This is an optimization exercise on Yosys and OpenROAD, whose aim is small area, a short achievable clock period and few clock cycles per item, not a production implementation. The RTL was checked by simulation tests, not by an equivalence proof against the original design.

==> flow/design.v (excerpt) <==
module player_motion #(
  parameter int QM         = 6,
  parameter int QN         = 10,
  parameter int MAP_BITS   = 4,
  parameter int START_X    = 1536,
  parameter int START_Y    = 11776,
  parameter int START_FX   = 0,
  parameter int START_FY   = -1024,
  parameter int START_VX   = 512,
  parameter int START_VY   = 0
) (
  input  logic                       clk,
  input  logic                       reset,
  input  logic                       tick,
  input  logic                       moveF,
  input  logic                       moveB,
  input  logic                       strafeL,
  input  logic                       strafeR,
  input  logic                       rotL,
  input  logic                       rotR,
  output logic                       map_req,
  output logic [MAP_BITS-1:0]        map_col,
  output logic [MAP_BITS-1:0]        map_row,
  input  logic                       map_ack,
  input  logic [1:0]                 map_val,
  output logic signed [QM+QN-1:0]    playerX,
  output logic signed [QM+QN-1:0]    playerY,
  output logic signed [QM+QN-1:0]    facingX,
  output logic signed [QM+QN-1:0]    facingY,
  output logic signed [QM+QN-1:0]    vplaneX,
  output logic signed [QM+QN-1:0]    vplaneY,
  output logic                       busy,
  output logic                       done,
  output logic                       missed
);
Size in the first run: ~2700 cells after synthesis, about 140 flip-flops, ~23000 um^2 of cells after synthesis.
export LEC_CHECK = 0
export ABC_AREA = 1
export CAP_MARGIN = 20
export CORE_MARGIN = 2
export CORE_UTILIZATION = 65
export CTS_BUF_LIST = sky130_fd_sc_hd__clkbuf_8
export PLACE_DENSITY = 0.75
export SLEW_MARGIN = 20
create_clock -name core_clock -period 11.5 [get_ports {clk}]
run.sh (not shown) runs the stock make flow with config.mk's settings and CLKGATE_MAP_FILE= SYNTH_SCRIPT=/design/flow/synth_recipe.tcl, a recipe that flattens the netlist after the stock synthesis.
The starting point ran to the end with no violations.
Testbench counts at the start, summed over its fixed seeds: cycles 3,403, ticks 3,200.
==> next run, changes <==
- CORE_UTILIZATION: 65 -> 40
- CTS_BUF_LIST: sky130_fd_sc_hd__clkbuf_8 -> default
- PLACE_DENSITY: 0.75 -> default
After rerunning:
- The changed run went through all stages and came out clean
- final area goes up by a few percent
- sequential share of layout area decreases by 0.29 points
- hold slack degrades by 0.0083 ns
==> next run, changes <==
- SETUP_SLACK_MARGIN: default -> 3.5
Routed wire length rises by 2.1%.
Sequential cell count is unchanged.
Register-to-register slack improves by 1.3 ns.
Die area stays the same.
Cell area rises by 3.5%.
Setup slack improves by 1.3 ns.
Cell count rises by about 1.1%.

* * *

player_motion, a different RTL version from the one above (not shown whole).
For scale: about 2600 cells after synthesis, about 130 flip-flops, ~120 I/O pins.
==> flow/design.v (excerpt) <==
module player_motion #(
  parameter int QM         = 6,
  parameter int QN         = 10,
  parameter int MAP_BITS   = 4,
  parameter int START_X    = 1536,
  parameter int START_Y    = 11776,
  parameter int START_FX   = 0,
  parameter int START_FY   = -1024,
  parameter int START_VX   = 512,
  parameter int START_VY   = 0
) (
  input  logic                       clk,
  input  logic                       reset,
  input  logic                       tick,
  input  logic                       moveF,
  input  logic                       moveB,
  input  logic                       strafeL,
  input  logic                       strafeR,
  input  logic                       rotL,
  input  logic                       rotR,
  output logic                       map_req,
  output logic [MAP_BITS-1:0]        map_col,
  output logic [MAP_BITS-1:0]        map_row,
  input  logic                       map_ack,
  input  logic [1:0]                 map_val,
  output logic signed [QM+QN-1:0]    playerX,
  output logic signed [QM+QN-1:0]    playerY,
  output logic signed [QM+QN-1:0]    facingX,
  output logic signed [QM+QN-1:0]    facingY,
  output logic signed [QM+QN-1:0]    vplaneX,
  output logic signed [QM+QN-1:0]    vplaneY,
  output logic                       busy,
  output logic                       done,
  output logic                       missed
);
clock: 11.5 ns
lec_check: 0
abc_area: 1
cap_margin: 20
core_margin: 2
core_utilization: 60
cts_buf_list: sky130_fd_sc_hd__clkbuf_8
setup_slack_margin: 4.0
slew_margin: 20
Testbench counts at the start, summed over its fixed seeds: cycles 3,473, ticks 3,200.
Rerun with:
--- a/flow/config.mk
+++ b/flow/config.mk
@@ -11,2 +11 @@
-export CORE_UTILIZATION = 60
-export CTS_BUF_LIST = sky130_fd_sc_hd__clkbuf_8
+export CORE_UTILIZATION = 40
Result:
- synthesized cell count does not change
- global-route usage goes down by 11 points
- critical path depth rises by 2
- wire length went up by 2.8%
- core utilization came out lower by 24 points
- via count shrinks by 2.3%
- final cell count rose by 7.2%
- worst setup slack gets better by 0.014 ns
- fmax hardly moves

* * *

Starting RTL as in the previous note.
## player_motion
module player_motion #(
  parameter int QM         = 6,
  parameter int QN         = 10,
  parameter int MAP_BITS   = 4,
  parameter int START_X    = 1536,
  parameter int START_Y    = 11776,
  parameter int START_FX   = 0,
  parameter int START_FY   = -1024,
  parameter int START_VX   = 512,
  parameter int START_VY   = 0
) (
  input  logic                       clk,
  input  logic                       reset,
  input  logic                       tick,
  input  logic                       moveF,
  input  logic                       moveB,
  input  logic                       strafeL,
  input  logic                       strafeR,
  input  logic                       rotL,
  input  logic                       rotR,
  output logic                       map_req,
  output logic [MAP_BITS-1:0]        map_col,
  output logic [MAP_BITS-1:0]        map_row,
  input  logic                       map_ack,
  input  logic [1:0]                 map_val,
  output logic signed [QM+QN-1:0]    playerX,
  output logic signed [QM+QN-1:0]    playerY,
  output logic signed [QM+QN-1:0]    facingX,
  output logic signed [QM+QN-1:0]    facingY,
  output logic signed [QM+QN-1:0]    vplaneX,
  output logic signed [QM+QN-1:0]    vplaneY,
  output logic                       busy,
  output logic                       done,
  output logic                       missed
);
Settings: LEC_CHECK=0, ABC_AREA=1, CAP_MARGIN=20, CORE_MARGIN=2, CORE_UTILIZATION=60, SETUP_SLACK_MARGIN=3.0, SLEW_MARGIN=20; clock period 11.5 ns.
The starting point produced a clean layout.
Testbench counts at the start, summed over its fixed seeds: cycles 3,473, ticks 3,200.
Next try:
--- a/flow/config.mk
+++ b/flow/config.mk
@@ -10,4 +10,4 @@
 export CORE_MARGIN = 2
 export CORE_UTILIZATION = 60
-export SETUP_SLACK_MARGIN = 3.0
+export SETUP_SLACK_MARGIN = 3.5
 export SLEW_MARGIN = 20
Via count went up by 3.2%. Maximum frequency went up by 4.3%. Setup slack gets better by 0.34 ns. Count of clock-buffer cells in the layout stays the same. Synthesized cell count stays the same. Clock skew barely changes. Routed wire length went up by 6.6%.

==> what the ideal ports hide <==
In the flow no input, the clock included, has a driving cell. The finished layouts below were timed again as built, in two steps.
Step 1 assumes that a clkbuf_16 drives the clock port and a buf_2 every other input.
Step 2 also shifts input and output timing later by t, the mid clock arrival at the registers, as if the neighbouring blocks saw the same clock.
a / b / c = no drivers / after step 1 / after step 2; a / b = the first two.
run	shift t [ns]	slack for setup (ns)	worst slew at a driven data input, ns
the first run of note 1	0.555	2.378 / 2.378 / 2.378	0.03
the second run of note 1	0.538	2.461 / 2.461 / 2.461	0.04
the third run of note 1	0.538	3.721 / 3.721 / 3.360	0.04
the first run of note 2	0.538	4.137 / 4.137 / 3.667	0.04
the second run of note 2	0.530	4.151 / 4.151 / 3.755	0.06
the first run of note 3	0.498	3.333 / 3.333 / 3.000	0.05
the second run of note 3	0.504	3.672 / 3.672 / 3.286	0.05
After both steps setup and hold are still met in every run listed. For the first run of note 2, which loses most, drivers alone change the setup slack by 0.000 ns; drivers and shift together by -0.470 ns.
